Source: an optimization exercise on an open RTL-to-GDS flow (aim: small area, a short achievable clock period and few clock cycles per item). Production flows keep margins and buffers that such runs may drop.
The RTL was checked by simulation tests, not by an equivalence proof against the original design.
No activity file was given, so power comes from the tool's default toggle rates.

== run a ==
## servo_recipe_sequencer_top
module servo_recipe_sequencer_top #(
  parameter int RECIPE_DEPTH = 128
) (
  input  logic                               clk,
  input  logic                               rst_n,
  input  logic                               in_tvalid,
  output logic                               in_tready,
  input  logic [srs_pkg::IN_TDATA_W-1:0]     in_tdata,
  input  logic [srs_pkg::MODE_W-1:0]         in_tuser,
  output logic                               out_tvalid,
  input  logic                               out_tready,
  output logic [srs_pkg::OUT_TDATA_W-1:0]    out_tdata,
  input  logic                               cfg_valid,
  output logic                               cfg_ready,
  input  logic [srs_pkg::CIDX_W-1:0]         cfg_index,
  input  logic [srs_pkg::PULSE_W-1:0]        cfg_data
);
==> flow/config.mk <==
export PLATFORM = sky130hd
export DESIGN_NAME = servo_recipe_sequencer_top
export DESIGN_NICKNAME = servo_recipe_sequencer_top
export VERILOG_FILES = /design/flow/design.v
export SDC_FILE = /design/flow/constraint.sdc
export NUM_CORES = 4
export LEC_CHECK = 0
export ABC_AREA = 1
export CAP_MARGIN = 20
export CORE_MARGIN = 2
export CORE_UTILIZATION = 45
export CTS_CLUSTER_DIAMETER = 80
export CTS_CLUSTER_SIZE = 24
export SETUP_SLACK_MARGIN = 3.5
export SLEW_MARGIN = 20
export TNS_END_PERCENT = 10
==> flow/constraint.sdc <==
create_clock -name core_clock -period 6.0 [get_ports {clk}]
set_input_delay 1.2000 -clock core_clock [delete_from_list [all_inputs] [get_ports {clk}]]
set_output_delay 1.2000 -clock core_clock [all_outputs]
set_load 0.01 [all_outputs]
standard.sh (not shown) runs the stock make flow with config.mk's settings and CLKGATE_MAP_FILE= SYNTH_SCRIPT=/design/flow/synth_recipe.tcl, a recipe that flattens the netlist after the stock synthesis.
==> flow/flow/run.sh <==
#!/bin/bash
# Layout flow: the standard flow (standard.sh, unchanged synthesis and
# steps), with the port buffers made of plain sky130_fd_sc_hd__buf_2 cells
# instead of the delay cells buffer_ports picks by default. Every input and
# output port still gets its own buffer. The full output of the flow goes to
# flow.log here; each ORFS step also keeps its own log under orfs/logs.
set -euo pipefail
export BUFFER_PORTS_ARGS="-buffer_cell sky130_fd_sc_hd__buf_2"
bash standard.sh > flow.log 2>&1
Run a did not stop at any stage, and its layout met the timing, design-rule and antenna checks.
Testbench counts of run a, summed over its fixed seeds: cycles 12,933, items 12,885.
Relative to run a, the following input files were edited for run b:
--- a/flow/design.v
+++ b/flow/design.v
@@ -60,28 +60,29 @@
     logic [POS_W-1:0] pos;
   } srs_state_t;
 endpackage
 module srs_ram #(
   parameter int DEPTH = 128
 ) (
   input  logic             clk,
   input  logic             clr,        
-  input  logic [15:0]      walo,       
-  input  logic [7:0]       wahi,       
+  input  logic [3:0]       wa0,        
+  input  logic [3:0]       wa1,        
+  input  logic [7:0]       wa2,        
   input  logic [6:0]       wdata,
   input  logic [15:0]      rsel_lo,    
   input  logic [DEPTH/16-1:0] rsel_hi,  
   output logic [6:0]       rdata,
   output logic [6:0]       rdata0      
 );
   logic [6:0] mem_r [DEPTH];
   always_ff @(posedge clk) begin
     for (int i = 0; i < DEPTH; i++) begin
-      if (clr || (walo[i % 16] && wahi[i / 16])) begin
+      if (clr || (wa0[i % 4] && wa1[(i / 4) % 4] && wa2[i / 16])) begin
         mem_r[i] <= wdata;
       end
     end
   end
   always_comb begin
     logic [6:0] g;
     rdata = 7'd0;
     for (int j = 0; j < DEPTH / 16; j++) begin
@@ -336,20 +337,16 @@
   localparam logic [2:0] OP_L    = 3'd4;
   localparam logic [2:0] OP_B    = 3'd5;
   localparam logic [2:0] OP_NOP  = 3'd6;
   localparam logic [2:0] OP_UNK  = 3'd7;
   function automatic logic [3:0] dec2(input logic [1:0] a);
     dec2    = 4'd0;
     dec2[a] = 1'b1;
   endfunction
-  function automatic logic [15:0] dec4(input logic [3:0] a);
-    dec4    = 16'd0;
-    dec4[a] = 1'b1;
-  endfunction
   function automatic logic [7:0] dec3(input logic [2:0] a);
     dec3    = 8'd0;
     dec3[a] = 1'b1;
   endfunction
   function automatic logic [5:0] onehot(input logic [2:0] p);
     onehot = 6'd0;
     case (p)
       3'd0:    onehot[0] = 1'b1;
@@ -404,18 +401,19 @@
     endcase
   end
   srs_store u_code (
     .word (in_tdata[22:15]),
     .code (in_code)
   );
   logic       x_valid_r;
   logic [2:0] x_op_r;
-  logic [15:0] x_walo_r;     
-  logic [7:0]  x_wahi_r;     
+  logic [3:0] x_wa0_r;
+  logic [3:0] x_wa1_r;
+  logic [7:0] x_wa2_r;
   logic [6:0] x_code_r;
   logic       x_fire;
   localparam logic [1:0] PC_STAY = 2'd0;
   localparam logic [1:0] PC_STEP = 2'd1;
   localparam logic [1:0] PC_LOOP = 2'd2;
   localparam logic [1:0] PC_ZERO = 2'd3;
   localparam logic [15:0] ONE_1H = {8'b0000_0001, 4'b0001, 4'b0010};
   logic [2:0]  pos_r;
@@ -470,29 +468,35 @@
   logic                    ld_pc;
   logic                    ld_ls;
   always_comb begin
     for (int i = 0; i < 16; i++) begin
       rsel_lo[i] = pc1_r[i % 4] && pc1_r[4 + i / 4];
     end
   end
   always_comb begin
+    logic [3:0] p0, p1, l0, l1;
     logic [7:0] p2, l2;
+    p0 = dec2(pc_r[1:0]);
+    p1 = dec2(pc_r[3:2]);
     p2 = pc_r[7] ? 8'd0 : dec3(pc_r[6:4]);
+    l0 = dec2(ls_r[1:0]);
+    l1 = dec2(ls_r[3:2]);
     l2 = ls_r[7] ? 8'd0 : dec3(ls_r[6:4]);
-    ld_pc = |(x_walo_r & dec4(pc_r[3:0])) && |(x_wahi_r & p2);
-    ld_ls = |(x_walo_r & dec4(ls_r[3:0])) && |(x_wahi_r & l2);
+    ld_pc = |(x_wa0_r & p0) && |(x_wa1_r & p1) && |(x_wa2_r & p2);
+    ld_ls = |(x_wa0_r & l0) && |(x_wa1_r & l1) && |(x_wa2_r & l2);
   end
   srs_ram #(
     .DEPTH (RECIPE_DEPTH)
   ) u_ram (
     .clk    (clk),
     .clr    (!rst_q_n),
-    .walo   (x_walo_r),
-    .wahi   (x_wahi_r),
+    .wa0    (x_wa0_r),
+    .wa1    (x_wa1_r),
+    .wa2    (x_wa2_r),
     .wdata  (x_code_r),
     .rsel_lo (rsel_lo),
     .rsel_hi (pc1_r[15:8]),
     .rdata  (rd_w1),
     .rdata0 (rd_w0)
   );
   always_comb begin
     w_cur = (rd_r & {7{psel_r[PC_STEP]}}) | (wl_r & {7{psel_r[PC_LOOP]}})
@@ -583,18 +587,19 @@
       x_code_r <= 7'd0;
     end else if (in_tready) begin
       x_code_r <= in_code;
     end
   end
   always_ff @(posedge clk) begin
     if (in_tready) begin
       x_op_r   <= in_op;
-      x_walo_r <= dec4(in_idx[3:0]);
-      x_wahi_r <= in_ld ? dec3(in_idx[6:4]) : 8'd0;
+      x_wa0_r  <= in_ld ? dec2(in_idx[1:0]) : 4'd0;
+      x_wa1_r  <= dec2(in_idx[3:2]);
+      x_wa2_r  <= in_ld ? dec3(in_idx[6:4]) : 8'd0;
     end
   end
   always_ff @(posedge clk) begin
     if (!rst_q_n) begin
       pos_r    <= 3'd0;
       pos1h_r  <= 6'b000001;
       wait_r   <= 5'd0;
       wnz_r    <= 1'b0;
==> run summary <==
Setup WNS run a -> run b: worse. Number of fill cells of run b falls short of that of run a slightly. Of run b and run a, the higher count of inserted tapcells belongs to run a. Between run b and run a, global-route wire length before repair is higher for run a, run b comes in under that. Summary — cell count, run b relative to run a: lower, by about 2.5%. Compared run a against run b; sequential share of cell area within noise. Looking at data arrival at the endpoint of the critical path, run b sits below run a. On sum of internal, switching and leakage power, run b does better than run a. Sort run b and run a by final-layout worst hold slack, descending, and run b comes first. Run comparison: run b worst setup path startpoint x_wa0_r[1]; run a worst setup path startpoint pc1_r[7]. Against run a, power dissipated in the clock network in run b came out better. End point of the critical path = rd_r[6]: run a; end point of the critical path = u_ram.mem_r[33][3]: run b. There was hardly any difference in aggregate global-route resource usage between run b and run a. Run b: number of nets in the final layout is 148 lower than what run a reported.
Testbench counts of run b, summed over its fixed seeds: cycles 12,933, items 12,885.


== lane 1 ==
Another version of the RTL of servo_recipe_sequencer_top (not shown whole).
Size in the first run: roughly 4100 cells after synthesis, about 1200 flip-flops, about 84 I/O pins, roughly 48000 sq um of cells after synthesis.
export LEC_CHECK = 0
export ABC_AREA = 1
export CAP_MARGIN = 20
export CORE_MARGIN = 2
export CORE_UTILIZATION = 45
export CTS_CLUSTER_DIAMETER = 80
export CTS_CLUSTER_SIZE = 24
export SETUP_SLACK_MARGIN = 3.5
export SLEW_MARGIN = 20
export TNS_END_PERCENT = 10
create_clock -name core_clock -period 6.0 [get_ports {clk}]
run.sh (not shown) runs the stock make flow with config.mk's settings and CLKGATE_MAP_FILE= SYNTH_SCRIPT=/design/flow/synth_recipe.tcl, a recipe that flattens the netlist after the stock synthesis.
Stock flow here: none of the scripts above is used.
Testbench counts of lane 1, summed over its fixed seeds: cycles 12,933, items 12,885.
diff inputs: lane 1 => lane 2
--- a/flow/design.v
+++ b/flow/design.v
@@ -488,13 +488,13 @@
     .DEPTH (RECIPE_DEPTH)
   ) u_ram (
     .clk    (clk),
     .clr    (!rst_q_n),
     .wa0    (x_wa0_r),
     .wa1    (x_wa1_r),
-    .wa2    (x_fire ? x_wa2_r : 8'd0),
+    .wa2    (x_wa2_r),
     .wdata  (x_code_r),
     .rsel_lo (rsel_lo),
     .rsel_hi (pc1_r[15:8]),
     .rdata  (rd_w1),
     .rdata0 (rd_w0)
   );
--- outcome ---
- Looking at number of antenna violations at the first check in global routing, lane 2 sits below lane 1.
- The maximum ir drop on the vdd rail in lane 2 sits 9.5% below the value recorded for lane 1.
- On combinational power share, lane 2 tracks lane 1 almost exactly.
- Multi-input combinational gate total ended up 45 lower on lane 2 than on lane 1.
- Re layout cell share with drive strength beyond 1: lane 1 was higher than lane 2.
- Lane 2 has final critical delay including setup and external delays above what lane 1 had.
- Cmp lane 2 vs lane 1: fraction of area in registers higher in lane 2
- Compared lane 1 against lane 2; synthesized area within noise.
- Delta (lane 2 minus lane 1): largest stage delay on the critical path went up by 0.14 ns; post-place setup slack +0.31 ns.
- Status: design area parity (lane 1, lane 2)
- The run showing the smaller routed wire length is lane 1.
- As far as worst clock skew is concerned, lane 1 and lane 2 perform about the same.
- In lane 2, the layout overhead on the synthesized area came out 0.37 points below the value in lane 1.
Testbench counts of lane 2, summed over its fixed seeds: cycles 12,933, items 12,885.

port drivers added, routing unchanged:
The results above use ideal ports. As a check the final layouts listed here were re-extracted and re-timed, cells and wires unchanged.
Step 1, drivers: a clkbuf_16 drives clk and a buf_2 each remaining input, both assumed.
Step 2 times the ports against the registers' clock, not the clock port: input delays grow and output delays shrink by t, the midpoint of the rising clock arrivals with the driver on.
Slacks: ideal ports / drivers / drivers and shift; pairs: ideal ports / drivers.
| run | shift t [ns] | setup slack, ns | hold slack, ns | worst setup path at the end | worst register clock-pin slew, ns |
|---|---|---|---|---|---|
| run a | 0.773 | 3.378 / 3.364 / 3.051 | 0.413 / 0.413 / 0.413 | input to register | 0.10 / 0.10 |
| run b | 0.779 | 3.195 / 3.195 / 3.195 | 0.457 / 0.457 / 0.457 | register to register | 0.11 / 0.11 |
| lane 1 | 0.774 | 3.299 / 3.299 / 3.008 | 0.457 / 0.457 / 0.457 | input to register | 0.10 / 0.10 |
| lane 2 | 0.792 | 3.250 / 3.171 / 2.893 | 0.469 / 0.469 / 0.469 | input to register | 0.10 / 0.10 |
After both steps every run listed still meets setup and hold. For lane 2, which loses most, drivers alone change the setup slack by -0.079 ns; drivers and shift together by -0.357 ns.
